This design comes from an exercise in tuning for small area, a short achievable clock period and few clock cycles per item on the open sky130 flow, not from production work.
The RTL was checked by simulation tests, not by an equivalence proof against the original design.

==> design/flow/design.v <==
`default_nettype none
package ntt_pkg;
    typedef logic [16-1:0] coef_t;     
    typedef logic [4-1:0]  addr_t;     
    typedef logic [4-2:0]  tw_addr_t;  
    typedef enum logic [1:0] {
        st_idle,
        st_transform,
        st_drain
    } ntt_state_e;
endpackage
`default_nettype wire
`timescale 1ns/1ps
`default_nettype none
module ntt_core (
    input  logic  clk,
    input  logic  reset,
    input  logic  load_w,
    input  logic  load_data,
    input  logic  start,
    input  ntt_pkg::coef_t din,
    output logic  done,
    output logic  dout_valid,
    output ntt_pkg::coef_t dout
);
    localparam logic [1:0] K_NONE = 2'd0, K_BP = 2'd1, K_H = 2'd2, K_TW = 2'd3;
    logic        cw_r, cd_r, cs_r;   
    logic        idle_r;             
    logic        lw_act;             
    logic [3:0]  lw_cnt;             
    logic        cv_act;             
    logic [4:0]  cv_cnt;
    logic        tw_ready;           
    logic [5:0]  ph;                 
    logic        started;            
    logic        spec_ok;            
    logic        rc_act;             
    logic [3:0]  rc;
    logic        rc_ok;              
    logic [15:0] q_r;
    logic [15:0] tw [1:7];
    logic signed [16:0] sl [0:7];    
    logic signed [17:0] sm [8:11];   
    logic        [17:0] sh [12:15];  
    logic        [17:0] bl [0:3];    
    logic signed [17:0] bh [4:7];    
    logic acc_w, acc_d, acc_s, acc_any;
    assign acc_w   = idle_r && cw_r;
    assign acc_d   = idle_r && !cw_r && cd_r;
    assign acc_s   = idle_r && !cw_r && !cd_r && cs_r && ((ph == 6'd17) || (ph == 6'd18));
    assign acc_any = acc_w || acc_d || acc_s;
    logic loading;      
    logic idle;
    assign loading = acc_d || ((ph >= 6'd2) && (ph <= 6'd16));
    assign idle    = !acc_any && !lw_act && !loading && !started;
    logic proceed;      
    logic tx;
    assign proceed = (ph == 6'd18) && (started || acc_s) && spec_ok && !rc_act;
    assign tx      = ((ph >= 6'd19) && (ph <= 6'd40)) || proceed;
    logic        n_lw_act, n_cv_act, n_tw_ready, n_started, n_spec_ok, n_rc_act, n_rc_ok;
    logic [3:0]  n_lw_cnt, n_rc;
    logic [4:0]  n_cv_cnt;
    logic [5:0]  n_ph;
    always_comb begin
        n_lw_act = lw_act; n_lw_cnt = lw_cnt; n_cv_act = cv_act; n_cv_cnt = cv_cnt;
        n_tw_ready = tw_ready; n_ph = ph; n_started = started; n_spec_ok = spec_ok;
        n_rc_act = rc_act; n_rc = rc; n_rc_ok = rc_ok;
        if (acc_w) begin
            n_lw_act = 1'b1; n_lw_cnt = 4'd2; n_cv_act = 1'b0; n_tw_ready = 1'b0;
        end else if (lw_act) begin
            n_lw_cnt = lw_cnt + 4'd1;
            if (lw_cnt == 4'd9) begin
                n_lw_act = 1'b0; n_cv_act = 1'b1; n_cv_cnt = '0;
            end
        end else if (cv_act) begin
            n_cv_cnt = cv_cnt + 5'd1;
            if (cv_cnt == 5'd19) begin
                n_cv_act = 1'b0; n_tw_ready = 1'b1;
            end
        end
        if (acc_d) begin
            n_ph = 6'd2; n_spec_ok = 1'b1; n_rc_act = 1'b0;
        end else begin
            if (ph != 6'd0 && ph < 6'd18) n_ph = ph + 6'd1;
            else if (ph == 6'd18) begin
                if (proceed) n_ph = 6'd19;
            end else if (ph != 6'd0) begin
                n_ph = (ph == 6'd40) ? 6'd0 : ph + 6'd1;
            end
            if (acc_w) n_spec_ok = 1'b0;
            else if (ph >= 6'd10 && ph <= 6'd17 && !tw_ready) n_spec_ok = 1'b0;
            else if (rc_act && rc == 4'd9) n_spec_ok = rc_ok && tw_ready;
            if (acc_w) n_rc_ok = 1'b0;
            if (rc_act) begin
                n_rc = rc + 4'd1;
                if (rc == 4'd9) n_rc_act = 1'b0;
            end else if (ph == 6'd18 && !spec_ok && tw_ready) begin
                n_rc_act = 1'b1; n_rc = '0; n_rc_ok = 1'b1;
            end
        end
        if (acc_s) n_started = 1'b1;
        else if (tx && ph == 6'd40) n_started = 1'b0;
    end
    logic d_load, d_st1, d_st2, d_ph17, d_rot, d_bl0, d_conv, d_xo, d_out, d_oneg, d_oside, d_mside;
    logic d_at18, d_iss, d_usec, d_sub, d_f0;
    logic [1:0] d_om, d_kind, d_osrc, d_uv, d_vv;
    logic [2:0] d_idx, d_tw;
    logic c_load, c_st1, c_st2, c_ph17, c_rot, c_bl0, c_conv, c_xo, c_out, c_oneg, c_oside, c_mside;
    logic c_at18, c_iss, c_usec, c_sub, c_f0;
    logic [1:0] c_om, c_kind, c_osrc, c_uv, c_vv;
    logic [2:0] c_idx, c_tw;
    always_comb begin : decode
        logic n_run;    
        logic [5:0] f, o;
        n_run  = (n_ph >= 6'd19) && (n_ph <= 6'd40);
        d_load = (n_ph >= 6'd2) && (n_ph <= 6'd16);
        d_st1  = (n_ph >= 6'd10) && (n_ph <= 6'd16);
        d_st2  = (n_ph >= 6'd14) && (n_ph <= 6'd16);
        d_ph17 = (n_ph == 6'd17);
        d_rot  = n_rc_act && (n_rc <= 4'd7);
        d_bl0  = (n_ph == 6'd10) || (n_rc_act && n_rc == 4'd0);
        d_conv = n_cv_act && (n_cv_cnt <= 5'd9);
        o      = n_ph - 6'd23;
        d_xo   = n_run && (n_ph >= 6'd23) && (n_ph <= 6'd38);
        d_out  = n_run && (n_ph >= 6'd24) && (n_ph <= 6'd39);
        d_oneg = o[3];
        d_om   = o[2:1];
        d_f0   = (o[2:1] == 2'd0);
        d_oside = o[0];
        f = n_ph - 6'd20;
        d_at18 = 1'b0;
        d_iss = 1'b0; d_kind = K_NONE; d_idx = 3'd0; d_tw = 3'd1; d_usec = 1'b0;
        d_osrc = 2'd0; d_uv = 2'd0; d_vv = 2'd0; d_sub = 1'b1; d_mside = 1'b0;
        if (n_cv_act && (n_cv_cnt >= 5'd10) && (n_cv_cnt <= 5'd16)) begin
            d_iss = 1'b1; d_kind = K_TW; d_idx = 3'(n_cv_cnt - 5'd9); d_tw = 3'(n_cv_cnt - 5'd9);
            d_usec = 1'b1;
        end else if (n_rc_act) begin
            d_osrc = 2'd1; d_sub = 1'b0;
            if (n_rc != 4'd0 && n_rc <= 4'd7 && n_tw_ready) begin
                d_iss = 1'b1; d_kind = K_BP; d_idx = n_rc[2:0]; d_tw = n_rc[2:0];
            end
        end else if (n_ph >= 6'd10 && n_ph <= 6'd17) begin
            if (n_ph != 6'd10 && n_tw_ready) begin
                d_iss = 1'b1; d_kind = K_BP; d_idx = 3'(n_ph - 6'd10); d_tw = 3'(n_ph - 6'd10);
            end
        end else if ((n_ph == 6'd18 || n_run) && n_ph <= 6'd21) begin
            d_osrc = 2'd2; d_uv = n_ph[0] ? 2'd1 : 2'd0; d_vv = 2'd0; d_sub = 1'b0;
            d_mside = !n_ph[1]; d_at18 = (n_ph == 6'd18);
            d_iss = 1'b1; d_kind = K_H; d_idx = 3'(n_ph - 6'd18); d_tw = 3'd4;
        end else if (n_run && ((n_ph >= 6'd22 && n_ph <= 6'd27) || (n_ph >= 6'd30 && n_ph <= 6'd35))) begin
            d_osrc = 2'd2; d_iss = 1'b1; d_mside = f[0];
            case (f[2:1])
                2'd1:    begin d_uv = 2'd2; d_vv = 2'd1; d_sub = 1'b0; d_tw = 3'd2; end
                2'd2:    begin d_uv = 2'd3; d_vv = 2'd2; d_sub = 1'b1; d_tw = 3'd4; end
                default: begin d_uv = 2'd2; d_vv = 2'd1; d_sub = 1'b1; d_tw = 3'd6; end
            endcase
        end
    end
    always_ff @(posedge clk) begin
        c_load <= d_load; c_st1 <= d_st1; c_st2 <= d_st2; c_ph17 <= d_ph17; c_rot <= d_rot;
        c_bl0 <= d_bl0; c_conv <= d_conv; c_xo <= d_xo; c_out <= d_out; c_oneg <= d_oneg;
        c_oside <= d_oside; c_mside <= d_mside; c_at18 <= d_at18; c_iss <= d_iss; c_usec <= d_usec;
        c_sub <= d_sub; c_f0 <= d_f0; c_om <= d_om; c_kind <= d_kind; c_osrc <= d_osrc;
        c_uv <= d_uv; c_vv <= d_vv; c_idx <= d_idx; c_tw <= d_tw;
    end
    function automatic logic signed [19:0] vsel(input logic s, input int i);
        vsel = '0;
        case (i)
            0: vsel = s ? 20'(signed'({1'b0, bl[0]})) : 20'(signed'({1'b0, sh[15]}));
            1: vsel = s ? 20'(signed'({1'b0, bl[1]})) : 20'(signed'({1'b0, sh[14]}));
            2: vsel = s ? 20'(signed'({1'b0, bl[2]})) : 20'(signed'({1'b0, sh[13]}));
            3: vsel = s ? 20'(signed'({1'b0, bl[3]})) : 20'(signed'({1'b0, sh[12]}));
            4: vsel = s ? 20'(bh[4]) : 20'(sm[11]);
            5: vsel = s ? 20'(bh[5]) : 20'(sm[10]);
            6: vsel = s ? 20'(bh[6]) : 20'(sm[9]);
            default: vsel = s ? 20'(bh[7]) : 20'(sm[8]);
        endcase
    endfunction
    logic [15:0] qq;
    assign qq = q_r;
    logic signed [17:0] st1_a;       
    logic signed [17:0] st1_d;       
    logic        [18:0] st2_s0;
    logic signed [18:0] st2_s1;
    assign st1_a  = 18'(sm[8]) + 18'(sl[0]);
    assign st1_d  = 18'(sm[8]) - 18'(sl[0]);
    assign st2_s0 = 19'(sh[12]) + 19'(st1_a);
    assign st2_s1 = signed'({1'b0, sh[12]}) - 19'(st1_a);
    logic signed [19:0] op_u, op_v;
    logic [18:0] op_a;
    always_comb begin
        case (c_osrc)
            2'd0:    begin op_u = 20'(sm[8]); op_v = 20'(sl[0]); end
            2'd1:    begin op_u = 20'(sl[7]); op_v = '0; end
            default: begin
                case (c_uv)
                    2'd0:    op_u = vsel(c_mside, 7);
                    2'd1:    op_u = vsel(c_mside, 6);
                    2'd2:    op_u = vsel(c_mside, 5);
                    default: op_u = vsel(c_mside, 1);
                endcase
                case (c_vv)
                    2'd1:    op_v = vsel(c_mside, 7);
                    2'd2:    op_v = vsel(c_mside, 3);
                    default: op_v = '0;
                endcase
            end
        endcase
    end
    assign op_a = 19'((c_sub ? (op_u - op_v) : (op_u + op_v)) + (c_bl0 ? 20'(qq) : 20'({qq, 2'b00})));
    logic [34:0] mm_t;               
    logic [23:0] mm_u;               
    logic        mm_va, mm_vb;
    logic [1:0]  mm_ka, mm_kb;
    logic [2:0]  mm_ia, mm_ib;
    logic [15:0] mm_r;               
    logic [15:0] p_r;                
    logic [35:0] mb;
    logic [3:0]  mbq;
    always_comb begin : mont_b
        mb = {1'b0, mm_t};
        for (int i = 0; i < 3; i++) begin
            mbq = 4'(-mb[3:0]);
            mb = (mb + 36'(mbq) * 36'(qq)) >> 4;
        end
    end
    logic [24:0] mc;
    logic [3:0]  mcq;
    always_comb begin : mont_c
        mc = {1'b0, mm_u};
        for (int i = 0; i < 2; i++) begin
            mcq = 4'(-mc[3:0]);
            mc = (mc + 25'(mcq) * 25'(qq)) >> 4;
        end
        mm_r = (mc[16:0] >= {1'b0, qq}) ? 16'(mc[16:0] - {1'b0, qq}) : mc[15:0];
    end
    logic signed [20:0] o_e, o_f;
    logic [21:0] x_n, x_r;
    always_comb begin
        case (c_om)
            2'd0:    o_e = 21'(vsel(c_oside, 0)) + 21'(vsel(c_oside, 2));
            2'd1:    o_e = 21'(vsel(c_oside, 4)) + 21'(vsel(c_oside, 6));
            2'd2:    o_e = 21'(vsel(c_oside, 0)) - 21'(vsel(c_oside, 2));
            default: o_e = 21'(vsel(c_oside, 4)) - 21'(vsel(c_oside, 6));
        endcase
        o_f = c_f0 ? (21'(vsel(c_oside, 1)) + 21'(vsel(c_oside, 3))) : 21'(signed'({1'b0, p_r}));
        x_n = 22'((c_oneg ? (22'(o_e) - 22'(o_f)) : (22'(o_e) + 22'(o_f)))
                  + 22'({qq, 3'b000}) + 22'({qq, 2'b00}));
    end
    function automatic logic [15:0] red5(input logic [21:0] x, input logic [15:0] qv);
        logic [21:0] u;
        u = x;
        if (u >= {2'b00, qv, 4'b0000}) u = u - {2'b00, qv, 4'b0000};
        if (u >= {3'b000, qv, 3'b000}) u = u - {3'b000, qv, 3'b000};
        if (u >= {4'b0000, qv, 2'b00}) u = u - {4'b0000, qv, 2'b00};
        if (u >= {5'b00000, qv, 1'b0}) u = u - {5'b00000, qv, 1'b0};
        if (u >= {6'b000000, qv})      u = u - {6'b000000, qv};
        red5 = u[15:0];
    endfunction
    logic [15:0] red_out;
    assign red_out = red5(c_conv ? {2'b00, dout, 4'b0000} : x_r, qq);
    always_ff @(posedge clk or posedge reset) begin
        if (reset) begin
            cw_r <= 1'b0; cd_r <= 1'b0; cs_r <= 1'b0; idle_r <= 1'b0;
            lw_act <= 1'b0; lw_cnt <= '0;
            cv_act <= 1'b0; cv_cnt <= '0; tw_ready <= 1'b0;
            ph <= '0; started <= 1'b0; spec_ok <= 1'b0;
            rc_act <= 1'b0; rc <= '0; rc_ok <= 1'b0;
            mm_va <= 1'b0; mm_vb <= 1'b0;
            done <= 1'b0; dout_valid <= 1'b0;
        end else begin
            cw_r <= load_w; cd_r <= load_data; cs_r <= start; idle_r <= idle;
            done       <= tx && (ph == 6'd23);
            dout_valid <= tx && (ph >= 6'd24) && (ph <= 6'd39);
            lw_act <= n_lw_act; lw_cnt <= n_lw_cnt; cv_act <= n_cv_act; cv_cnt <= n_cv_cnt;
            tw_ready <= n_tw_ready; ph <= n_ph; started <= n_started; spec_ok <= n_spec_ok;
            rc_act <= n_rc_act; rc <= n_rc; rc_ok <= n_rc_ok;
            mm_va <= c_iss && (!c_at18 || proceed) && !acc_w && !acc_d;
            mm_vb <= mm_va && !acc_w && !acc_d;
        end
    end
    always_ff @(posedge clk) begin
        mm_t  <= (c_usec ? 19'(dout) : op_a) * tw[c_tw];
        mm_ka <= c_kind; mm_ia <= c_idx;
        mm_u  <= mb[23:0];
        mm_kb <= mm_ka; mm_ib <= mm_ia;
        p_r   <= mm_r;
        x_r   <= x_n;
        if (mm_vb) begin
            case (mm_kb)
                K_TW: tw[mm_ib] <= mm_r;
                K_BP: begin
                    if (mm_ib <= 3'd3) bl[mm_ib[1:0]] <= {2'b0, mm_r};
                    else begin
                        bl[mm_ib[1:0]] <= bl[mm_ib[1:0]] + {2'b0, mm_r};
                        bh[mm_ib]      <= signed'(bl[mm_ib[1:0]]) - signed'({2'b0, mm_r});
                    end
                end
                default: ;
            endcase
        end
        if (lw_act && lw_cnt <= 4'd8) tw[3'(lw_cnt - 4'd1)] <= din;
        if (lw_act && lw_cnt == 4'd9) q_r <= din;
        if (lw_act && lw_cnt == 4'd9) dout <= 16'd1;
        else if (c_conv || c_out) dout <= red_out;
        if (c_load || acc_d) begin
            sl[0] <= signed'({1'b0, din});
            for (int k = 1; k < 8; k++) sl[k] <= sl[k - 1];
            sm[8] <= 18'(sl[7]);
            for (int k = 9; k < 12; k++) sm[k] <= sm[k - 1];
            sh[12] <= 18'(sm[11]);
            for (int k = 13; k < 16; k++) sh[k] <= sh[k - 1];
            if (c_st1) begin
                sl[1] <= 17'(st1_d);
                sm[9] <= st1_a;
            end
            if (c_st2) begin
                sh[13] <= 18'(st2_s0);
                sm[9]  <= 18'(st2_s1);
            end
        end else if (c_ph17) begin
            sl[0]  <= 17'(st1_d);
            sm[8]  <= 18'(st2_s1);
            sh[12] <= 18'(st2_s0);
        end else if (c_rot) begin
            sl[0] <= sl[7];
            for (int k = 1; k < 8; k++) sl[k] <= sl[k - 1];
        end
        if (c_bl0) bl[0] <= 18'(op_a);
        if (mm_vb && mm_kb == K_H) begin
            case (mm_ib[1:0])
                2'd0: sm[8]  <= 18'(mm_r);
                2'd1: sm[9]  <= 18'(mm_r);
                2'd2: bh[7]  <= 18'(mm_r);
                default: bh[6] <= 18'(mm_r);
            endcase
        end
    end
endmodule
`default_nettype wire
==> design/flow/run.sh <==
#!/bin/bash
# synth_recipe.tcl (not shown) runs the flow's synth.tcl, then flattens the netlist and writes it again
# the make line also repeats each setting of config.mk as NAME=value (left out here)
make -C /OpenROAD-flow-scripts/flow DESIGN_CONFIG=/design/flow/config.mk WORK_HOME=/design/flow/orfs CLKGATE_MAP_FILE= SYNTH_SCRIPT=/design/flow/synth_recipe.tcl finish
==> design/flow/config.mk <==
export PLATFORM = sky130hd
export DESIGN_NAME = ntt_core
export DESIGN_NICKNAME = ntt_core
export VERILOG_FILES = /design/flow/design.v
export SDC_FILE = /design/flow/constraint.sdc
export NUM_CORES = 4
export LEC_CHECK = 0
export CAP_MARGIN = 20
export CORE_MARGIN = 2
export CORE_UTILIZATION = 40
export SLEW_MARGIN = 20
==> design/flow/constraint.sdc <==
create_clock -name core_clock -period 95.0 [get_ports {clk}]
set_input_delay 19.0000 -clock core_clock [delete_from_list [all_inputs] [get_ports {clk}]]
set_output_delay 19.0000 -clock core_clock [all_outputs]
set_load 0.01 [all_outputs]
==> results by group, run 1 <==
Clocking
  – Post_cts resized: 0
  – Clock Latency Late Sink: 0.72 ns
  – Clock sinks: 741
  – Postcts setup bufs: 0
  – Hold buffers post-CTS: 0
  – Clk pin slew, worst setup/hold paths: approximately 0.060 ns
  – Clock Tree Buf Depth: 3
  – H-tree Lvls: 3
  – Root Driver: clkbuf_16
  – CTS buffer count: 89
  – CTS tree: built

Floorplanning
  – Initial Util: 0.403
  – Die width: roughly 420 um
  – Ports: 39
  – Core area: approximately 0.17 sq mm
  – FP Rows: 153
  – Die area: 0.178 sq mm
  – Chip height: between 400 and 500 um

Yosys
  – Sequential share of the synthesized area: 0.287
  – Syn_area_per_cell: 9.28 sq um
  – Synth area leader: edfxtp_1
  – Syn Inst Count: 7542
  – Dominant cells by area after synthesis: edfxtp_1 (22%), fa_1 (14%), ha_1 (11%)
  – Syn Nets: 8681
  – Ys Warns: 4
  – Yosys reg bits: 741
  – Top-count cell post-synth: inv_1
  – Distinct cells, synth: just under 100
  – Post-synth top area share: 0.219
  – Cell area after technology mapping: 0.0700 sq mm
  – EDFF count, synth: 511
  – Async set or reset register ratio after synthesis: 0.0459
  – Primary FF master, synth: edfxtp_1
  – Top cells by count, synth: inv_1 (852), nor2_1 (716), nand2_1 (697), ha_1 (627), edfxtp_1 (511)

Global routing
  – Initial antenna violation count: 13
  – Most Used Layer, Global Route: met2
  – First-pass GRT wire length: 344 mm
  – GR Util met1: 0.334
  – Vias in the first global route: 55000
  – Global routing met3 resource utilization: 0.0383
  – Total GRT Usage: 0.255
  – Largest net degree at the start of global routing: 102
  – GR Util met2: 0.410
  – Grt total ovfl: 0

Final layout
  – Layout Cells excl Fill: around 9900
  – # nets final: approximately 8700
  – Layout cells sized above 1: 0.0788
  – Sequential cell area: 0.0201 sq mm
  – P&R area growth vs syn: 9.50%
  – Final core occ: 0.441
  – Filler cells: roughly 17000
  – Multi-input logic area: between 0.04 and 0.05 sq mm

Timing
  – Fin crit period: 20.84 ns
  – Final Setup Violations: 0
  – Least-Margin Pin Slew: 1.09 ns
  – RSZ-0062 raised after global routing: no
  – Final Skew: 0.0393 ns
  – Fin. Hold Viols: 0
  – Period Utilization, post-route: 0.219
  – Setup TNS: 0 ns
  – Worst rel slew slack: 0.274
  – Fin. max-slew vios: 0
  – Setup ws final: 74.16 ns
  – Max Clk Rate: around 48 MHz

Placed design
  – Placed cells: just under 10000
  – Port Buffers: 38
  – Placer Congestion: ~0.95
  – Post-DP HPWL: 178 mm
  – Post-place setup slack: around 75 ns

Critical path
  – Crit end category: output pin
  – Worst path arrival time: 1.84 ns
  – Critical path class: flip-flop to output pin
  – Critical Path Max Stage Delay: 0.72 ns
  – Critical path peak fanout: 4
  – Slowest cell on the critical path: clkdlybuf4s50_1
  – Top delay family on crit path: buffers and inverters
  – Worst path cell trace: clkdlybuf4s50_1
  – Worst path bufs/invs: 1
  – Crit path launch type: flip-flop
  – Setup slack, reg-to-reg: between 70 and 80 ns
  – Worst EP required: between 70 and 80 ns

Route
  – DRC Markers: 0
  – Drt total wl: about 230 mm
  – Pre-antenna DRT Iters: 6
  – Vias: 55800
  – Vias per cell: 5.62
  – Routed Antenna Nets: 0
  – Avg WL per Cell: approximately 23 um
  – Iter 0 DRT Violations: 4816

Run status
  – Status: no timing/DRC/antenna violations

Flow run
  – Max Cap Viol: 0

Worst hold path
  – Hold WC Path Type: flip-flop to flip-flop
[kinds of logic after synthesis]
group,after synthesis,share of synthesized area
AOI/OAI and AO/OA,1548,0.139
buffers and inverters,1155,0.0625
xor gates and xnor gates,425,0.0536
adders and majority gates,1120,0.253
and+or+nand+nor,2170,0.141
muxes,383,0.0639
DFF,741,0.287
[cell type report]
| cell class | count | area share |
|---|---|---|
| diodes | 3 | 0.0000980 |
| clock buffers | 115 | 0.0325 |
| clock inverters | 51 | 0.00810 |
| repair buffers | 195 | 0.0203 |
| multi-input cells | 5646 | 0.596 |
| well taps | 2325 | 0.0380 |
| inverters | 853 | 0.0418 |
| flip-flops and latches | 741 | 0.263 |
[state kept, by name, indices dropped and copies added, names as in the netlist, 3 cells and up, named ones only]
signal	cells
p_r	16
ph	6
c_idx	3
mm_ib	3
cv_cnt	5
sh	72
tw	112
mm_ia	3
mm_u	24
sm	72
bh	72
sl	136
mm_t	35
dout	16
x_r	22
lw_cnt	4
rc	4
bl	72
q_r	16
[through the flow]
step                hold slack (ns)  instance area (sq um)
floorplan                     0.310                  70000
global placement              0.310                  73500
detailed placement            0.314                  73500
CTS                           0.327                  76600
global route                  0.334                  76600
finish                        0.319                  76600
[path summary, 6_finish.rpt]
path	startpoint	to	depth (start not counted)
max in group asynchronous	reset	cv_cnt[2]	3
min	mm_ia[1]	mm_ib[1]	0
max	dout[2]	dout[2]	1
max reg2reg	c_conv	dout[11]	59
min in group asynchronous	reset	lw_cnt[3]	3
min reg2reg	mm_ia[1]	mm_ib[1]	0
[routing by layer]
layer	routed length [um]	vias up
met2	105000	1976
met1	96100	27500
met3	16100	445
met4	13000	8
met5	52	-
li1	-	25800
[cells in the final DEF, fill, tap and decap left out, types with 188 or more instances in the layout]
master / Yosys / layout
inv_1: 852 / 850
nor2_1: 716 / 709
nand2_1: 697 / 697
ha_1: 627 / 627
edfxtp_1: 511 / 511
a21oi_1: 503 / 497
fa_1: 491 / 491
o21ai_0: 324 / 315
xnor2_1: 298 / 293
dfxtp_1: 196 / 188
Testbench counts, summed over its fixed seeds: cycles 5,424, items 128.
==> run 2, diff against run 1 <==
--- a/design/flow/design.v
+++ b/design/flow/design.v
@@ -74,7 +74,7 @@
             end
         end else if (cv_act) begin
             n_cv_cnt = cv_cnt + 5'd1;
-            if (cv_cnt == 5'd19) begin
+            if (cv_cnt == 5'd23) begin
                 n_cv_act = 1'b0; n_tw_ready = 1'b1;
             end
         end
@@ -102,11 +102,11 @@
         else if (tx && ph == 6'd40) n_started = 1'b0;
     end
     logic d_load, d_st1, d_st2, d_ph17, d_rot, d_bl0, d_conv, d_xo, d_out, d_oneg, d_oside, d_mside;
-    logic d_at18, d_iss, d_usec, d_sub, d_f0;
+    logic d_at18, d_iss, d_usec, d_sub, d_f0, d_cx2;
     logic [1:0] d_om, d_kind, d_osrc, d_uv, d_vv;
     logic [2:0] d_idx, d_tw;
     logic c_load, c_st1, c_st2, c_ph17, c_rot, c_bl0, c_conv, c_xo, c_out, c_oneg, c_oside, c_mside;
-    logic c_at18, c_iss, c_usec, c_sub, c_f0;
+    logic c_at18, c_iss, c_usec, c_sub, c_f0, c_cx2;
     logic [1:0] c_om, c_kind, c_osrc, c_uv, c_vv;
     logic [2:0] c_idx, c_tw;
     always_comb begin : decode
@@ -119,7 +119,8 @@
         d_ph17 = (n_ph == 6'd17);
         d_rot  = n_rc_act && (n_rc <= 4'd7);
         d_bl0  = (n_ph == 6'd10) || (n_rc_act && n_rc == 4'd0);
-        d_conv = n_cv_act && (n_cv_cnt <= 5'd9);
+        d_conv = n_cv_act && (n_cv_cnt <= 5'd13);
+        d_cx2  = (n_cv_cnt == 5'd13);
         o      = n_ph - 6'd23;
         d_xo   = n_run && (n_ph >= 6'd23) && (n_ph <= 6'd38);
         d_out  = n_run && (n_ph >= 6'd24) && (n_ph <= 6'd39);
@@ -131,8 +132,8 @@
         d_at18 = 1'b0;
         d_iss = 1'b0; d_kind = K_NONE; d_idx = 3'd0; d_tw = 3'd1; d_usec = 1'b0;
         d_osrc = 2'd0; d_uv = 2'd0; d_vv = 2'd0; d_sub = 1'b1; d_mside = 1'b0;
-        if (n_cv_act && (n_cv_cnt >= 5'd10) && (n_cv_cnt <= 5'd16)) begin
-            d_iss = 1'b1; d_kind = K_TW; d_idx = 3'(n_cv_cnt - 5'd9); d_tw = 3'(n_cv_cnt - 5'd9);
+        if (n_cv_act && (n_cv_cnt >= 5'd14) && (n_cv_cnt <= 5'd20)) begin
+            d_iss = 1'b1; d_kind = K_TW; d_idx = 3'(n_cv_cnt - 5'd13); d_tw = 3'(n_cv_cnt - 5'd13);
             d_usec = 1'b1;
         end else if (n_rc_act) begin
             d_osrc = 2'd1; d_sub = 1'b0;
@@ -160,7 +161,7 @@
         c_load <= d_load; c_st1 <= d_st1; c_st2 <= d_st2; c_ph17 <= d_ph17; c_rot <= d_rot;
         c_bl0 <= d_bl0; c_conv <= d_conv; c_xo <= d_xo; c_out <= d_out; c_oneg <= d_oneg;
         c_oside <= d_oside; c_mside <= d_mside; c_at18 <= d_at18; c_iss <= d_iss; c_usec <= d_usec;
-        c_sub <= d_sub; c_f0 <= d_f0; c_om <= d_om; c_kind <= d_kind; c_osrc <= d_osrc;
+        c_sub <= d_sub; c_f0 <= d_f0; c_cx2 <= d_cx2; c_om <= d_om; c_kind <= d_kind; c_osrc <= d_osrc;
         c_uv <= d_uv; c_vv <= d_vv; c_idx <= d_idx; c_tw <= d_tw;
     end
     function automatic logic signed [19:0] vsel(input logic s, input int i);
@@ -207,7 +208,7 @@
             end
         endcase
     end
-    assign op_a = 19'((c_sub ? (op_u - op_v) : (op_u + op_v)) + (c_bl0 ? 20'(qq) : 20'({qq, 2'b00})));
+    assign op_a = 19'(op_u + (op_v ^ {20{c_sub}}) + 20'(c_sub) + (c_bl0 ? 20'(qq) : 20'({qq, 2'b00})));
     logic [34:0] mm_t;               
     logic [23:0] mm_u;               
     logic        mm_va, mm_vb;
@@ -215,50 +216,63 @@
     logic [2:0]  mm_ia, mm_ib;
     logic [15:0] mm_r;               
     logic [15:0] p_r;                
-    logic [35:0] mb;
+    logic [11:0] qh;
+    assign qh = qq[15:4];
+    logic [20:0] ub;
     logic [3:0]  mbq;
+    logic [23:0] vb;
     always_comb begin : mont_b
-        mb = {1'b0, mm_t};
+        ub = {1'b0, mm_t[19:0]};
         for (int i = 0; i < 3; i++) begin
-            mbq = 4'(-mb[3:0]);
-            mb = (mb + 36'(mbq) * 36'(qq)) >> 4;
+            mbq = 4'(-ub[3:0]);
+            ub = 21'(ub[20:4]) + 21'(ub[3:0] != 4'd0) + 21'(mbq * qh);
         end
+        vb = 24'(ub[16:0]) + {1'b0, mm_t[34:20], 8'b0};
     end
-    logic [24:0] mc;
+    logic [23:0] uc;
     logic [3:0]  mcq;
+    logic [17:0] rd;
     always_comb begin : mont_c
-        mc = {1'b0, mm_u};
+        uc = mm_u;
         for (int i = 0; i < 2; i++) begin
-            mcq = 4'(-mc[3:0]);
-            mc = (mc + 25'(mcq) * 25'(qq)) >> 4;
+            mcq = 4'(-uc[3:0]);
+            uc = 24'(uc[23:4]) + 24'(uc[3:0] != 4'd0) + 24'(mcq * qh);
         end
-        mm_r = (mc[16:0] >= {1'b0, qq}) ? 16'(mc[16:0] - {1'b0, qq}) : mc[15:0];
+        rd = {1'b0, uc[16:0]} - {2'b0, qq};
+        mm_r = rd[17] ? uc[15:0] : rd[15:0];
     end
-    logic signed [20:0] o_e, o_f;
-    logic [21:0] x_n, x_r;
+    logic signed [20:0] o_e1, o_e2, o_e, o_f;
+    logic [21:0] x_n;
+    logic [18:0] x_r;
     always_comb begin
-        case (c_om)
-            2'd0:    o_e = 21'(vsel(c_oside, 0)) + 21'(vsel(c_oside, 2));
-            2'd1:    o_e = 21'(vsel(c_oside, 4)) + 21'(vsel(c_oside, 6));
-            2'd2:    o_e = 21'(vsel(c_oside, 0)) - 21'(vsel(c_oside, 2));
-            default: o_e = 21'(vsel(c_oside, 4)) - 21'(vsel(c_oside, 6));
-        endcase
-        o_f = c_f0 ? (21'(vsel(c_oside, 1)) + 21'(vsel(c_oside, 3))) : 21'(signed'({1'b0, p_r}));
-        x_n = 22'((c_oneg ? (22'(o_e) - 22'(o_f)) : (22'(o_e) + 22'(o_f)))
-                  + 22'({qq, 3'b000}) + 22'({qq, 2'b00}));
-    end
-    function automatic logic [15:0] red5(input logic [21:0] x, input logic [15:0] qv);
-        logic [21:0] u;
-        u = x;
-        if (u >= {2'b00, qv, 4'b0000}) u = u - {2'b00, qv, 4'b0000};
-        if (u >= {3'b000, qv, 3'b000}) u = u - {3'b000, qv, 3'b000};
-        if (u >= {4'b0000, qv, 2'b00}) u = u - {4'b0000, qv, 2'b00};
-        if (u >= {5'b00000, qv, 1'b0}) u = u - {5'b00000, qv, 1'b0};
-        if (u >= {6'b000000, qv})      u = u - {6'b000000, qv};
-        red5 = u[15:0];
+        o_e1 = c_om[0] ? 21'(vsel(c_oside, 4)) : 21'(vsel(c_oside, 0));
+        o_e2 = c_om[0] ? 21'(vsel(c_oside, 6)) : 21'(vsel(c_oside, 2));
+        o_e  = o_e1 + (o_e2 ^ {21{c_om[1]}}) + 21'(c_om[1]);
+        o_f  = c_f0 ? (21'(vsel(c_oside, 1)) + 21'(vsel(c_oside, 3))) : 21'(signed'({1'b0, p_r}));
+        x_n  = 22'(22'(o_e) + (22'(o_f) ^ {22{c_oneg}}) + 22'(c_oneg) + 22'({qq, 3'b000}) + 22'({qq, 2'b00}));
+    end
+    function automatic logic [21:0] csub(input logic [21:0] u, input logic [21:0] k);
+        logic [22:0] d;
+        d = {1'b0, u} - {1'b0, k};
+        csub = d[22] ? u : d[21:0];
     endfunction
+    logic [18:0] x_h;
+    always_comb begin : red_hi
+        logic [21:0] u;
+        u = csub(x_n, {2'b0, qq, 4'b0});
+        u = csub({1'b0, u[20:0]}, {3'b0, qq, 3'b0});
+        x_h = u[18:0];
+    end
+    logic [18:0] red_in;
     logic [15:0] red_out;
-    assign red_out = red5(c_conv ? {2'b00, dout, 4'b0000} : x_r, qq);
+    assign red_in = !c_conv ? x_r : (c_cx2 ? {2'b0, dout, 1'b0} : {dout, 3'b0});
+    always_comb begin : red_lo
+        logic [21:0] u;
+        u = csub(22'(red_in), {4'b0, qq, 2'b0});
+        u = csub({4'b0, u[17:0]}, {5'b0, qq, 1'b0});
+        u = csub({5'b0, u[16:0]}, {6'b0, qq});
+        red_out = u[15:0];
+    end
     always_ff @(posedge clk or posedge reset) begin
         if (reset) begin
             cw_r <= 1'b0; cd_r <= 1'b0; cs_r <= 1'b0; idle_r <= 1'b0;
@@ -282,10 +296,10 @@
     always_ff @(posedge clk) begin
         mm_t  <= (c_usec ? 19'(dout) : op_a) * tw[c_tw];
         mm_ka <= c_kind; mm_ia <= c_idx;
-        mm_u  <= mb[23:0];
+        mm_u  <= vb;
         mm_kb <= mm_ka; mm_ib <= mm_ia;
         p_r   <= mm_r;
-        x_r   <= x_n;
+        x_r   <= x_h;
         if (mm_vb) begin
             case (mm_kb)
                 K_TW: tw[mm_ib] <= mm_r;
==> results by group, run 2 <==
Critical path
  – Crit end category: output pin (unchanged)
  – Top delay family on crit path: buffers and inverters (unchanged)
  – Worst reg2reg endpoint: bh[5][16] (was dout[11])
  – Slowest cell on the critical path: clkdlybuf4s50_1 (unchanged)
  – Critical path class: flip-flop to output pin (unchanged)
  – Critical path peak fanout: 6 (was 4)
  – Worst path arrival time: 1.72 ns (was 1.84 ns)
  – Worst path bufs/invs: 1 (unchanged)
  – R2R depth: 48 (was 59)
  – Setup slack, reg-to-reg: 80.25 ns (was 77.76 ns)
  – Worst path cell trace: clkdlybuf4s50_1 (unchanged)
  – Crit path launch type: flip-flop (unchanged)
  – Critical Path Max Stage Delay: 0.59 ns (was 0.72 ns)
  – R2R Path Start: mm_u[0] (was c_conv)
  – Worst EP required: 76.00 ns (about the same)
  – Critical Path Stages: 1 (unchanged)

Yosys
  – Top cells by count, synth: inv_1 (835), nand2_1 (615), nor2_1 (570), ha_1 (545), edfxtp_1 (511) (was inv_1 (852), nor2_1 (716), nand2_1 (697), ha_1 (627), edfxtp_1 (511))
  – Syn_area_per_cell: 9.61 sq um (was 9.28 sq um)
  – Sequential share of the synthesized area: 0.306 (was 0.287)
  – Async set or reset register ratio after synthesis: 0.0460 (was 0.0459)
  – Primary FF master, synth: edfxtp_1 (unchanged)
  – Post-synth top area share: 0.234 (was 0.219)
  – Yosys reg bits: 739 (was 741)
  – Distinct cells, synth: 84 (was 99)
  – Synth area leader: edfxtp_1 (unchanged)
  – Syn Inst Count: 6827 (was 7542)
  – EDFF count, synth: 511 (unchanged)
  – Top-count cell post-synth: inv_1 (unchanged)
  – Ys Warns: 4 (unchanged)
  – Cell area after technology mapping: 0.0656 sq mm (was 0.0700 sq mm)
  – Syn Nets: 7872 (was 8681)
  – Dominant cells by area after synthesis: edfxtp_1 (23%), fa_1 (15%), ha_1 (10%) (was edfxtp_1 (22%), fa_1 (14%), ha_1 (11%))

Route
  – Routed Antenna Nets: 0 (unchanged)
  – Drt total wl: 209 mm (was 230 mm)
  – Pre-antenna DRT Iters: 6 (unchanged)
  – Avg WL per Cell: 23.1 um (was 23.2 um)
  – Iter 0 DRT Violations: 5090 (was 4816)
  – Vias per cell: 5.65 (was 5.62)
  – DRC Markers: 0 (unchanged)
  – Vias: 51100 (was 55800)

Placed design
  – Placer Congestion: 0.982 (was 0.950)
  – Port Buffers: 38 (unchanged)
  – Post-DP HPWL: 160 mm (was 178 mm)

Floorplanning
  – Core area: 0.163 sq mm (was 0.174 sq mm)
  – FP Rows: 148 (was 153)
  – Die area: 0.167 sq mm (was 0.178 sq mm)
  – Ports: 39 (unchanged)
  – Initial Util: 0.403 (about the same)
  – Chip height: 409 um (was 422 um)
  – Die width: 409 um (was 422 um)

Timing
  – RSZ-0062 raised after global routing: no (unchanged)
  – Setup TNS: 0 ns (unchanged)
  – Period Utilization, post-route: 0.218 (was 0.219)
  – Fin crit period: 20.72 ns (was 20.84 ns)
  – Final Setup Violations: 0 (unchanged)
  – Worst rel slew slack: 0.204 (was 0.274)
  – Least-Margin Pin Slew: 1.19 ns (was 1.09 ns)
  – Fin. max-slew vios: 0 (unchanged)
  – Max Clk Rate: 48.3 MHz (was 48.0 MHz)
  – Final Skew: 0.0564 ns (was 0.0393 ns)
  – Fin. Hold Viols: 0 (unchanged)

Clocking
  – CTS tree: built (unchanged)
  – Clock Tree Buf Depth: 3 (unchanged)
  – Postcts setup bufs: 0 (unchanged)
  – Post_cts resized: 0 (unchanged)
  – H-tree Lvls: 3 (unchanged)
  – Hold buffers post-CTS: 0 (unchanged)
  – Root Driver: clkbuf_16 (unchanged)
  – CTS buffer count: 82 (was 89)
  – Clock Latency Late Sink: 0.73 ns (was 0.72 ns)
  – Clock sinks: 739 (was 741)
  – Clk pin slew, worst setup/hold paths: 0.06 ns (about the same)

Global routing
  – Largest net degree at the start of global routing: 84 (was 102)
  – Grt total ovfl: 0 (unchanged)
  – Total GRT Usage: 0.248 (was 0.255)
  – Vias in the first global route: 50000 (was 55000)
  – First-pass GRT wire length: 314 mm (was 344 mm)
  – Initial antenna violation count: 17 (was 13)

Worst hold path
  – Hold endpoint: mm_kb[0] (was mm_ib[1])
  – Hold WC Path Type: flip-flop to flip-flop (unchanged)
  – Worst hold path cell count: 0 (unchanged)
  – HP Start: mm_ka[0] (was mm_ia[1])

Run status
  – Status: no timing/DRC/antenna violations (unchanged)

Final layout
  – Max reg flops: 136 (unchanged)
  – P&R area growth vs syn: 9.01% (was 9.50%)
  – # nets final: 7830 (was 8665)
  – Largest registers: sl (136), tw (112) (unchanged)
  – Layout cells sized above 1: 0.0788 (about the same)
  – Commonest cells after routing, fill and taps aside: inv_1 (834), nand2_1 (611), nor2_1 (568) (was inv_1 (850), nor2_1 (709), nand2_1 (697))
  – Largest Register: sl (unchanged)
  – Most common cell after layout, fill and taps aside: inv_1 (unchanged)

Flow run
  – Max Cap Viol: 0 (unchanged)
==> run 2: changes by cell type after synthesis, sizes merged, moves of 46 or more <==
cell	before	now
nor2	717	571
ha	627	545
nand2	697	615
xnor2	298	243
nor3	137	87
o21ai	352	306
==> run 2: layout make-up <==
type,count,area [sq um]
sequential,739,20100
clock inverter,46,531
inverter,836,3140
fill,15600,91300
tap,2175,2720
clock buffer,108,2230
timing repair buffer,170,1370
multi-input combinational,4956,41400
antenna,11,27.5
==> run 2: cells by family (layout without fill, tap and decap cells) <==
group                    Yosys count  in the layout  share of synthesized area
flip-flops                       739            739                      0.306
adder cells (fa/ha/maj)         1024           1024                      0.250
AO/OA/AOI/OAI                   1367           1367                      0.128
buffers and inverters           1132           1160                     0.0654
XOR/XNOR                         391            391                     0.0522
other                              0             11                          0
multiplexers                     367            367                     0.0720
AND/OR/NAND/NOR                 1807           1807                      0.125
==> run 2: stage by stage <==
stage	instances	setup slack [ns]	utilization	hold slack, ns	cell area [sq um]
2_1_floorplan	6827	75.25	-	0.310	65600
3_3_place_gp	8876	74.83	0.422	0.313	68700
3_5_place_dp	8876	74.78	0.422	0.315	68700
4_1_cts	9030	74.24	0.439	0.325	71500
5_1_grt	9031	74.21	0.439	0.331	71500
6_report	9041	74.28	0.439	0.323	71500
==> run 2: worst max path at each step <==
| stage | slack [ns] | startpoint | end |
|---|---|---|---|
| finish | 74.28 | dout[5] | dout[5] |
| detailed placement | 74.78 | din[15] | sl[0][15] |
| CTS | 74.24 | dout[4] | dout[4] |
| floorplan | 75.25 | reset | cd_r |
| global placement | 74.83 | din[15] | sl[0][15] |
| global route | 74.21 | dout[4] | dout[4] |
==> run 2: routing by layer <==
metal / vias to the layer above / share of wire / track usage
met1: 25200 / 0.41 / 0.330
met4: 10 / 0.040 / 0.0889
li1: 23300 / - / -
met3: 386 / 0.10 / 0.0657
met2: 2200 / 0.45 / 0.390
met5: - / 0.00026 / 0
Testbench counts of run 2, summed over its fixed seeds: cycles 5,456, items 128.
==> run 3, diff against run 2 <==
--- a/design/flow/design.v
+++ b/design/flow/design.v
@@ -241,15 +241,17 @@
         rd = {1'b0, uc[16:0]} - {2'b0, qq};
         mm_r = rd[17] ? uc[15:0] : rd[15:0];
     end
-    logic signed [20:0] o_e1, o_e2, o_e, o_f;
+    logic signed [20:0] o_e1, o_e2, o_f1, o_f2;
     logic [21:0] x_n;
     logic [18:0] x_r;
     always_comb begin
         o_e1 = c_om[0] ? 21'(vsel(c_oside, 4)) : 21'(vsel(c_oside, 0));
         o_e2 = c_om[0] ? 21'(vsel(c_oside, 6)) : 21'(vsel(c_oside, 2));
-        o_e  = o_e1 + (o_e2 ^ {21{c_om[1]}}) + 21'(c_om[1]);
-        o_f  = c_f0 ? (21'(vsel(c_oside, 1)) + 21'(vsel(c_oside, 3))) : 21'(signed'({1'b0, p_r}));
-        x_n  = 22'(22'(o_e) + (22'(o_f) ^ {22{c_oneg}}) + 22'(c_oneg) + 22'({qq, 3'b000}) + 22'({qq, 2'b00}));
+        o_f1 = c_f0 ? 21'(vsel(c_oside, 1)) : 21'(signed'({1'b0, p_r}));
+        o_f2 = c_f0 ? 21'(vsel(c_oside, 3)) : 21'(0);
+        x_n  = 22'(22'(o_e1) + (22'(o_e2) ^ {22{c_om[1]}}) + (22'(o_f1) ^ {22{c_oneg}})
+                   + (22'(o_f2) ^ {22{c_oneg}}) + 22'({qq, 4'b0000})
+                   + 22'(c_om[1]) + 22'({c_oneg, 1'b0}));
     end
     function automatic logic [21:0] csub(input logic [21:0] u, input logic [21:0] k);
         logic [22:0] d;
==> design/flow/flow/run.sh (new file) <==
#!/bin/bash
set -euo pipefail
cd "$(dirname "$0")/.."
bash standard.sh "BUFFER_PORTS_ARGS=-buffer_cell sky130_fd_sc_hd__buf_2" finish > make_finish.log 2>&1
==> design/flow/standard.sh (new file) <==
#!/bin/bash
# synth_recipe.tcl (not shown) runs the flow's synth.tcl, then flattens the netlist and writes it again
# the make line also repeats each setting of config.mk as NAME=value (left out here)
make -C /OpenROAD-flow-scripts/flow DESIGN_CONFIG=/design/flow/config.mk WORK_HOME=/design/flow/orfs CLKGATE_MAP_FILE= SYNTH_SCRIPT=/design/flow/synth_recipe.tcl "${@:-finish}"
removed: design/flow/run.sh
==> results by group, run 3 <==
Clocking
  – Post_cts resized: 0 (unchanged)
  – Clock sinks: 739 (unchanged)
  – CTS tree: built (unchanged)
  – H-tree Lvls: 3 (unchanged)
  – Clock Tree Buf Depth: 3 (unchanged)
  – Root Driver: clkbuf_16 (unchanged)
  – CTS buffer count: 86 (was 82)
  – Postcts setup bufs: 0 (unchanged)
  – Hold buffers post-CTS: 0 (unchanged)
  – Clk pin slew, worst setup/hold paths: 0.06 ns (about the same)
  – Clock Latency Late Sink: 0.73 ns (about the same)

Final layout
  – Largest registers: sl (136), tw (112) (unchanged)
  – P&R area growth vs syn: 8.86% (was 9.01%)
  – Most common cell after layout, fill and taps aside: inv_1 (unchanged)
  – Commonest cells after routing, fill and taps aside: inv_1 (816), nand2_1 (608), nor2_1 (562) (was inv_1 (834), nand2_1 (611), nor2_1 (568))
  – Layout Cells excl Fill: 8892 (was 9041)
  – Filler cells: 15600 (about the same)
  – Final core occ: 0.437 (was 0.439)
  – Multi-input logic area: 0.0410 sq mm (was 0.0414 sq mm)
  – Largest Register: sl (unchanged)
  – # nets final: 7674 (was 7830)
  – Layout cells sized above 1: 0.0889 (was 0.0788)
  – Max reg flops: 136 (unchanged)
  – Sequential cell area: 0.0201 sq mm (about the same)

Critical path
  – Top delay family on crit path: flip-flops (was buffers and inverters)
  – Slowest cell on the critical path: dfxtp_1 (was clkdlybuf4s50_1)
  – Worst path bufs/invs: 1 (unchanged)
  – Worst path arrival time: 1.34 ns (was 1.72 ns)
  – Crit end category: output pin (unchanged)
  – Worst EP required: 76.00 ns (about the same)
  – Critical path peak fanout: 6 (unchanged)
  – Setup slack, reg-to-reg: 80.75 ns (was 80.25 ns)
  – Critical Path Max Stage Delay: 0.47 ns (was 0.59 ns)
  – Crit path launch type: flip-flop (unchanged)
  – Critical path class: flip-flop to output pin (unchanged)
  – Worst path cell trace: buf_2 (was clkdlybuf4s50_1)

Yosys
  – Post-synthesis mux area share: 0.0774 (was 0.0720)
  – Async set or reset register ratio after synthesis: 0.0460 (unchanged)
  – Post-synthesis compound-gate area fraction: 0.124 (was 0.128)
  – Cell area after technology mapping: 0.0652 sq mm (was 0.0656 sq mm)
  – Dominant cells by area after synthesis: edfxtp_1 (24%), fa_1 (15%), ha_1 (9.8%) (was edfxtp_1 (23%), fa_1 (15%), ha_1 (10%))
  – Primary FF master, synth: edfxtp_1 (unchanged)
  – XOR/XNOR Fraction of Synth Area: 0.0535 (was 0.0522)
  – Syn_area_per_cell: 9.74 sq um (was 9.61 sq um)
  – Largest family of logic cells by synthesized area: adder cells (unchanged)
  – Ys Warns: 4 (unchanged)
  – Distinct cells, synth: 100 (was 84)
  – Area share of fa/ha/maj cells after synthesis: 0.251 (was 0.250)
  – Top-count cell post-synth: inv_1 (unchanged)
  – Syn Inst Count: 6695 (was 6827)
  – Post-synth top area share: 0.235 (was 0.234)
  – Simple-gate share of the synthesized area: 0.120 (was 0.125)
  – Synth area leader: edfxtp_1 (unchanged)
  – EDFF count, synth: 511 (unchanged)
  – Syn Nets: 7727 (was 7872)
  – Sequential share of the synthesized area: 0.308 (was 0.306)
  – Top cells by count, synth: inv_1 (817), nand2_1 (608), nor2_1 (565), ha_1 (513), edfxtp_1 (511) (was inv_1 (835), nand2_1 (615), nor2_1 (570), ha_1 (545), edfxtp_1 (511))
  – Yosys reg bits: 739 (unchanged)

Route
  – Routed Antenna Nets: 0 (unchanged)
  – Iter 0 DRT Violations: 5030 (was 5090)
  – Vias: 50400 (was 51100)
  – Pre-antenna DRT Iters: 6 (unchanged)
  – Avg WL per Cell: 23.8 um (was 23.1 um)
  – Vias per cell: 5.66 (was 5.65)
  – DRC Markers: 0 (unchanged)
  – Drt total wl: 212 mm (was 209 mm)

Floorplanning
  – Ports: 39 (unchanged)
  – Die area: 0.166 sq mm (was 0.167 sq mm)
  – Chip height: 408 um (was 409 um)
  – Initial Util: 0.402 (was 0.403)
  – FP Rows: 148 (unchanged)
  – Core area: 0.162 sq mm (was 0.163 sq mm)
  – Die width: 408 um (was 409 um)

Run status
  – Status: no timing/DRC/antenna violations (unchanged)

Timing
  – Hold slack: 0.321 ns (was 0.323 ns)
  – Final Skew: 0.0910 ns (was 0.0564 ns)
  – Fin. Hold Viols: 0 (unchanged)
  – Max Clk Rate: 49.2 MHz (was 48.3 MHz)
  – Period Utilization, post-route: 0.214 (was 0.218)
  – RSZ-0062 raised after global routing: no (unchanged)
  – Least-Margin Pin Slew: 1.19 ns (about the same)
  – Setup TNS: 0 ns (unchanged)
  – Worst rel slew slack: 0.186 (was 0.204)
  – Fin. max-slew vios: 0 (unchanged)
  – Fin crit period: 20.34 ns (was 20.72 ns)
  – Final Setup Violations: 0 (unchanged)

Placed design
  – Placer Congestion: 0.941 (was 0.982)
  – Port Buffers: 38 (unchanged)
  – Placed cells: 8727 (was 8876)
  – Post-DP HPWL: 161 mm (was 160 mm)

Flow run
  – Max Cap Viol: 0 (unchanged)

Global routing
  – Total GRT Usage: 0.251 (was 0.248)
  – Largest net degree at the start of global routing: 174 (was 84)
  – First-pass GRT wire length: 316 mm (was 314 mm)
  – Initial antenna violation count: 11 (was 17)
  – Grt total ovfl: 0 (unchanged)
  – Vias in the first global route: 49800 (was 50000)

Worst hold path
  – Hold WC Path Type: flip-flop to flip-flop (unchanged)
-- run 3: layer usage --
layer  track usage  up-vias  wire length [um]
met2         0.398     2130             95100
met3        0.0382      398             17700
met4        0.0962        6              9720
li1              -    22600                 -
met1         0.345    25200             89500
met5             0        -                32
-- run 3: cells by family after synthesis --
logic type | Yosys count
flops | 739
buf+inv | 1121
simple gates | 1735
xor+xnor | 397
fa+ha+maj | 1011
mux | 385
compound gates | 1307
-- run 3: through the flow --
stage / setup WS, ns / instance area, sq um
after floorplan: 75.25 / 65200
after global placement: 75.35 / 68000
after detailed placement: 75.34 / 68000
after CTS: 74.65 / 70900
after global routing: 74.64 / 71000
final: 74.66 / 71000
-- run 3: path summary, 6_finish.rpt --
kind,to,cells after the start,start
max,dout[1],1,dout[1]
min,mm_ia[1],0,c_idx[1]
max reg2reg,bl[2][17],44,mm_u[0]
min reg2reg,mm_ia[1],0,c_idx[1]
max in group asynchronous,lw_cnt[2],3,reset
min in group asynchronous,dout_valid,3,reset
-- run 3: area by class of cell --
type / count / share of cell area
clock buffer: 118 / 0.0344
antenna: 5 / 0.000176
inverter: 818 / 0.0433
clock inverter: 40 / 0.00659
tap: 2175 / 0.0383
sequential: 739 / 0.283
multi-input combinational: 4835 / 0.578
timing repair buffer: 162 / 0.0162
Testbench counts of run 3, summed over its fixed seeds: cycles 5,456, items 128.
==> run 4, diff against run 3 <==
--- a/design/flow/design.v
+++ b/design/flow/design.v
@@ -56,7 +56,7 @@
     logic proceed;      
     logic tx;
     assign proceed = (ph == 6'd18) && (started || acc_s) && spec_ok && !rc_act;
-    assign tx      = ((ph >= 6'd19) && (ph <= 6'd40)) || proceed;
+    assign tx      = ((ph >= 6'd19) && (ph <= 6'd39)) || proceed;
     logic        n_lw_act, n_cv_act, n_tw_ready, n_started, n_spec_ok, n_rc_act, n_rc_ok;
     logic [3:0]  n_lw_cnt, n_rc;
     logic [4:0]  n_cv_cnt;
@@ -74,7 +74,7 @@
             end
         end else if (cv_act) begin
             n_cv_cnt = cv_cnt + 5'd1;
-            if (cv_cnt == 5'd23) begin
+            if (cv_cnt == 5'd19) begin
                 n_cv_act = 1'b0; n_tw_ready = 1'b1;
             end
         end
@@ -85,7 +85,7 @@
             else if (ph == 6'd18) begin
                 if (proceed) n_ph = 6'd19;
             end else if (ph != 6'd0) begin
-                n_ph = (ph == 6'd40) ? 6'd0 : ph + 6'd1;
+                n_ph = (ph == 6'd39) ? 6'd0 : ph + 6'd1;
             end
             if (acc_w) n_spec_ok = 1'b0;
             else if (ph >= 6'd10 && ph <= 6'd17 && !tw_ready) n_spec_ok = 1'b0;
@@ -99,31 +99,30 @@
             end
         end
         if (acc_s) n_started = 1'b1;
-        else if (tx && ph == 6'd40) n_started = 1'b0;
+        else if (tx && ph == 6'd39) n_started = 1'b0;
     end
     logic d_load, d_st1, d_st2, d_ph17, d_rot, d_bl0, d_conv, d_xo, d_out, d_oneg, d_oside, d_mside;
-    logic d_at18, d_iss, d_usec, d_sub, d_f0, d_cx2;
+    logic d_at18, d_iss, d_usec, d_sub, d_f0;
     logic [1:0] d_om, d_kind, d_osrc, d_uv, d_vv;
     logic [2:0] d_idx, d_tw;
     logic c_load, c_st1, c_st2, c_ph17, c_rot, c_bl0, c_conv, c_xo, c_out, c_oneg, c_oside, c_mside;
-    logic c_at18, c_iss, c_usec, c_sub, c_f0, c_cx2;
+    logic c_at18, c_iss, c_usec, c_sub, c_f0;
     logic [1:0] c_om, c_kind, c_osrc, c_uv, c_vv;
     logic [2:0] c_idx, c_tw;
     always_comb begin : decode
         logic n_run;    
         logic [5:0] f, o;
-        n_run  = (n_ph >= 6'd19) && (n_ph <= 6'd40);
+        n_run  = (n_ph >= 6'd19) && (n_ph <= 6'd39);
         d_load = (n_ph >= 6'd2) && (n_ph <= 6'd16);
         d_st1  = (n_ph >= 6'd10) && (n_ph <= 6'd16);
         d_st2  = (n_ph >= 6'd14) && (n_ph <= 6'd16);
         d_ph17 = (n_ph == 6'd17);
         d_rot  = n_rc_act && (n_rc <= 4'd7);
         d_bl0  = (n_ph == 6'd10) || (n_rc_act && n_rc == 4'd0);
-        d_conv = n_cv_act && (n_cv_cnt <= 5'd13);
-        d_cx2  = (n_cv_cnt == 5'd13);
-        o      = n_ph - 6'd23;
-        d_xo   = n_run && (n_ph >= 6'd23) && (n_ph <= 6'd38);
-        d_out  = n_run && (n_ph >= 6'd24) && (n_ph <= 6'd39);
+        d_conv = n_cv_act && (n_cv_cnt <= 5'd9);
+        o      = n_ph - 6'd22;
+        d_xo   = n_run && (n_ph >= 6'd22) && (n_ph <= 6'd37);
+        d_out  = n_run && (n_ph >= 6'd23) && (n_ph <= 6'd38);
         d_oneg = o[3];
         d_om   = o[2:1];
         d_f0   = (o[2:1] == 2'd0);
@@ -132,8 +131,8 @@
         d_at18 = 1'b0;
         d_iss = 1'b0; d_kind = K_NONE; d_idx = 3'd0; d_tw = 3'd1; d_usec = 1'b0;
         d_osrc = 2'd0; d_uv = 2'd0; d_vv = 2'd0; d_sub = 1'b1; d_mside = 1'b0;
-        if (n_cv_act && (n_cv_cnt >= 5'd14) && (n_cv_cnt <= 5'd20)) begin
-            d_iss = 1'b1; d_kind = K_TW; d_idx = 3'(n_cv_cnt - 5'd13); d_tw = 3'(n_cv_cnt - 5'd13);
+        if (n_cv_act && (n_cv_cnt >= 5'd10) && (n_cv_cnt <= 5'd16)) begin
+            d_iss = 1'b1; d_kind = K_TW; d_idx = 3'(n_cv_cnt - 5'd9); d_tw = 3'(n_cv_cnt - 5'd9);
             d_usec = 1'b1;
         end else if (n_rc_act) begin
             d_osrc = 2'd1; d_sub = 1'b0;
@@ -161,7 +160,7 @@
         c_load <= d_load; c_st1 <= d_st1; c_st2 <= d_st2; c_ph17 <= d_ph17; c_rot <= d_rot;
         c_bl0 <= d_bl0; c_conv <= d_conv; c_xo <= d_xo; c_out <= d_out; c_oneg <= d_oneg;
         c_oside <= d_oside; c_mside <= d_mside; c_at18 <= d_at18; c_iss <= d_iss; c_usec <= d_usec;
-        c_sub <= d_sub; c_f0 <= d_f0; c_cx2 <= d_cx2; c_om <= d_om; c_kind <= d_kind; c_osrc <= d_osrc;
+        c_sub <= d_sub; c_f0 <= d_f0; c_om <= d_om; c_kind <= d_kind; c_osrc <= d_osrc;
         c_uv <= d_uv; c_vv <= d_vv; c_idx <= d_idx; c_tw <= d_tw;
     end
     function automatic logic signed [19:0] vsel(input logic s, input int i);
@@ -215,7 +214,7 @@
     logic [1:0]  mm_ka, mm_kb;
     logic [2:0]  mm_ia, mm_ib;
     logic [15:0] mm_r;               
-    logic [15:0] p_r;                
+    logic [16:0] mm_f;               
     logic [11:0] qh;
     assign qh = qq[15:4];
     logic [20:0] ub;
@@ -238,16 +237,17 @@
             mcq = 4'(-uc[3:0]);
             uc = 24'(uc[23:4]) + 24'(uc[3:0] != 4'd0) + 24'(mcq * qh);
         end
+        mm_f = uc[16:0];
         rd = {1'b0, uc[16:0]} - {2'b0, qq};
         mm_r = rd[17] ? uc[15:0] : rd[15:0];
     end
     logic signed [20:0] o_e1, o_e2, o_f1, o_f2;
     logic [21:0] x_n;
-    logic [18:0] x_r;
+    logic [21:0] x_r;
     always_comb begin
         o_e1 = c_om[0] ? 21'(vsel(c_oside, 4)) : 21'(vsel(c_oside, 0));
         o_e2 = c_om[0] ? 21'(vsel(c_oside, 6)) : 21'(vsel(c_oside, 2));
-        o_f1 = c_f0 ? 21'(vsel(c_oside, 1)) : 21'(signed'({1'b0, p_r}));
+        o_f1 = c_f0 ? 21'(vsel(c_oside, 1)) : 21'(mm_f);
         o_f2 = c_f0 ? 21'(vsel(c_oside, 3)) : 21'(0);
         x_n  = 22'(22'(o_e1) + (22'(o_e2) ^ {22{c_om[1]}}) + (22'(o_f1) ^ {22{c_oneg}})
                    + (22'(o_f2) ^ {22{c_oneg}}) + 22'({qq, 4'b0000})
@@ -258,21 +258,16 @@
         d = {1'b0, u} - {1'b0, k};
         csub = d[22] ? u : d[21:0];
     endfunction
-    logic [18:0] x_h;
-    always_comb begin : red_hi
-        logic [21:0] u;
-        u = csub(x_n, {2'b0, qq, 4'b0});
-        u = csub({1'b0, u[20:0]}, {3'b0, qq, 3'b0});
-        x_h = u[18:0];
-    end
-    logic [18:0] red_in;
+    logic [21:0] red_in;
     logic [15:0] red_out;
-    assign red_in = !c_conv ? x_r : (c_cx2 ? {2'b0, dout, 1'b0} : {dout, 3'b0});
-    always_comb begin : red_lo
+    assign red_in = c_conv ? {2'b0, dout, 4'b0} : x_r;
+    always_comb begin : red5
         logic [21:0] u;
-        u = csub(22'(red_in), {4'b0, qq, 2'b0});
-        u = csub({4'b0, u[17:0]}, {5'b0, qq, 1'b0});
-        u = csub({5'b0, u[16:0]}, {6'b0, qq});
+        u = csub(red_in, {2'b0, qq, 4'b0});
+        u = csub({1'b0, u[20:0]}, {3'b0, qq, 3'b0});
+        u = csub({2'b0, u[19:0]}, {4'b0, qq, 2'b0});
+        u = csub({3'b0, u[18:0]}, {5'b0, qq, 1'b0});
+        u = csub({4'b0, u[17:0]}, {6'b0, qq});
         red_out = u[15:0];
     end
     always_ff @(posedge clk or posedge reset) begin
@@ -286,8 +281,8 @@
             done <= 1'b0; dout_valid <= 1'b0;
         end else begin
             cw_r <= load_w; cd_r <= load_data; cs_r <= start; idle_r <= idle;
-            done       <= tx && (ph == 6'd23);
-            dout_valid <= tx && (ph >= 6'd24) && (ph <= 6'd39);
+            done       <= tx && (ph == 6'd22);
+            dout_valid <= tx && (ph >= 6'd23) && (ph <= 6'd38);
             lw_act <= n_lw_act; lw_cnt <= n_lw_cnt; cv_act <= n_cv_act; cv_cnt <= n_cv_cnt;
             tw_ready <= n_tw_ready; ph <= n_ph; started <= n_started; spec_ok <= n_spec_ok;
             rc_act <= n_rc_act; rc <= n_rc; rc_ok <= n_rc_ok;
@@ -300,8 +295,7 @@
         mm_ka <= c_kind; mm_ia <= c_idx;
         mm_u  <= vb;
         mm_kb <= mm_ka; mm_ib <= mm_ia;
-        p_r   <= mm_r;
-        x_r   <= x_h;
+        x_r   <= x_n;
         if (mm_vb) begin
             case (mm_kb)
                 K_TW: tw[mm_ib] <= mm_r;
==> results by group, run 4 <==
Run status
  – Status: no timing/DRC/antenna violations (unchanged)

Floorplanning
  – Ports: 39 (unchanged)
  – Die area: 0.164 sq mm (was 0.166 sq mm)
  – Die width: 405 um (was 408 um)

Placed design
  – Port Buffers: 38 (unchanged)
  – Post-DP HPWL: 162 mm (was 161 mm)

Yosys
  – Top cells by count, synth: inv_1 (861), nand2_1 (653), nor2_1 (529), edfxtp_1 (511), ha_1 (510) (was inv_1 (817), nand2_1 (608), nor2_1 (565), ha_1 (513), edfxtp_1 (511))
  – Ys Warns: 4 (unchanged)
  – Synth area leader: edfxtp_1 (unchanged)
  – Post-synth top area share: 0.239 (was 0.235)
  – Primary FF master, synth: edfxtp_1 (unchanged)
  – Cell area after technology mapping: 0.0643 sq mm (was 0.0652 sq mm)
  – EDFF count, synth: 511 (unchanged)

Critical path
  – Critical Path Stages: 1 (unchanged)
  – Worst path bufs/invs: 1 (unchanged)
  – Setup slack, reg-to-reg: 77.98 ns (was 80.75 ns)
  – Top delay family on crit path: flip-flops (unchanged)
  – Crit path launch type: flip-flop (unchanged)
  – Worst reg2reg endpoint: dout[10] (was bl[2][17])
  – Critical path class: flip-flop to output pin (unchanged)

Final layout
  – Filler cells: 15300 (was 15600)
  – Max reg flops: 136 (unchanged)
  – Commonest cells after routing, fill and taps aside: inv_1 (861), nand2_1 (653), nor2_1 (527) (was inv_1 (816), nand2_1 (608), nor2_1 (562))
  – # nets final: 7612 (was 7674)
  – Most common cell after layout, fill and taps aside: inv_1 (unchanged)
  – Layout Cells excl Fill: 8744 (was 8892)

Route
  – Vias per cell: 5.68 (was 5.66)
  – Avg WL per Cell: 24.2 um (was 23.8 um)
  – Drt total wl: 211 mm (was 212 mm)
  – Routed Antenna Nets: 0 (unchanged)
  – Iter 0 DRT Violations: 4968 (was 5030)

Timing
  – RSZ-0062 raised after global routing: no (unchanged)
  – Fin crit period: 20.30 ns (was 20.34 ns)
  – Period Utilization, post-route: 0.214 (about the same)
  – Least-Margin Pin Slew: 1.19 ns (about the same)
  – Worst rel slew slack: 0.207 (was 0.186)
  – Fin. max-slew vios: 0 (unchanged)

Worst hold path
  – Worst hold path cell count: 0 (unchanged)
  – Hold WC Path Type: flip-flop to flip-flop (unchanged)

Clocking
  – Post_cts resized: 0 (unchanged)
  – Clk pin slew, worst setup/hold paths: 0.06 ns (about the same)
  – CTS buffer count: 85 (was 86)
  – Clock sinks: 725 (was 739)
  – CTS tree: built (unchanged)
  – Root Driver: clkbuf_16 (unchanged)

Global routing
  – Largest net degree at the start of global routing: 94 (was 174)
  – Initial antenna violation count: 13 (was 11)
run 4: changes by cell type after synthesis, sizes merged, moves of 23 or more:
cell / previous run / this run
a21oi: 459 / 405
buf: 75 / 47
clkbuf: 228 / 253
inv: 818 / 863
mux2i: 182 / 147
nand2: 608 / 653
nor2: 565 / 529
nor2b: 73 / 50
o21bai: 35 / 67
o22ai: 72 / 39
xor2: 112 / 87
run 4: worst max path at each step:
stage	end	start	slack (ns)
global route	dout[2]	dout[2]	74.64
detailed placement	sl[0][15]	din[15]	75.26
global placement	sl[0][15]	din[15]	75.27
finish	dout[2]	dout[2]	74.70
floorplan	cd_r	reset	75.25
CTS	dout[2]	dout[2]	74.67
run 4: cell families (layout without fill, tap and decap cells):
kind of cell    after synthesis  in the layout  synth area share
simple gates               1701           1701             0.118
compound gates             1279           1279             0.126
buf+inv                    1164           1201            0.0681
fa+ha+maj                  1008           1008             0.254
flops                       725            725             0.308
xor+xnor                    383            383            0.0522
mux                         359            359            0.0728
other cells                   0              2                 0
run 4: through the flow:
| step | setup slack [ns] | area [sq um] | hold WS, ns | utilization |
|---|---|---|---|---|
| final | 74.70 | 70300 | 0.327 | 0.439 |
| after global routing | 74.64 | 70300 | 0.330 | 0.439 |
| after CTS | 74.67 | 70200 | 0.328 | 0.439 |
| after detailed placement | 75.26 | 67100 | 0.315 | 0.419 |
| after global placement | 75.27 | 67100 | 0.312 | 0.419 |
| after floorplan | 75.25 | 64300 | 0.310 | - |
run 4: cell type report:
cell class / instances / area [sq um] / share of cell area
inverter: 864 / 3250 / 0.0462
antenna: 2 / 5.00 / 0.0000712
sequential: 725 / 19800 / 0.282
tap: 2086 / 2610 / 0.0371
timing repair buffer: 177 / 1260 / 0.0179
clock inverter: 53 / 788 / 0.0112
clock buffer: 107 / 2310 / 0.0329
multi-input combinational: 4730 / 40200 / 0.573
run 4: routing by layer:
layer  wire [um]  global-route usage  up-vias
met5         105                   0        -
met4        8120              0.0900       16
met3       20900              0.0571      374
met2       92300               0.392     2200
met1       90000               0.355    24600
li1            -                   -    22400
Testbench counts of run 4, summed over its fixed seeds: cycles 5,296, items 128.

==> port drivers added, routing unchanged <==
The flow's constraints put no driver on any port. The routed layouts listed below were extracted and timed again, unchanged, in two steps.
Step 1 sets driving cells, clkbuf_16 on the clock port and buf_2 on the other inputs (assumed; they add their load-dependent delay and slew).
Step 2 adds t to the input delays and takes it off the output delays; t is the mean of the earliest and latest rising clock arrival at the registers after step 1. Input paths then give back, and output paths get back, about the clock's delay inside the block.
Slacks: no drivers / after step 1 / after step 2; pairs: no drivers / after step 1.
run | shift t [ns] | setup WS [ns] | worst setup path at the end | cell pins on the clock port's net
run 1 | 0.779 | 74.156 / 74.081 / 74.772 | input to register | 1
run 2 | 0.774 | 74.276 / 74.199 / 74.688 | input to register | 1
run 3 | 0.761 | 74.659 / 74.583 / 75.330 | input to register | 1
run 4 | 0.770 | 74.697 / 74.617 / 75.241 | input to register | 1
After both steps setup and hold are still met in every run listed.
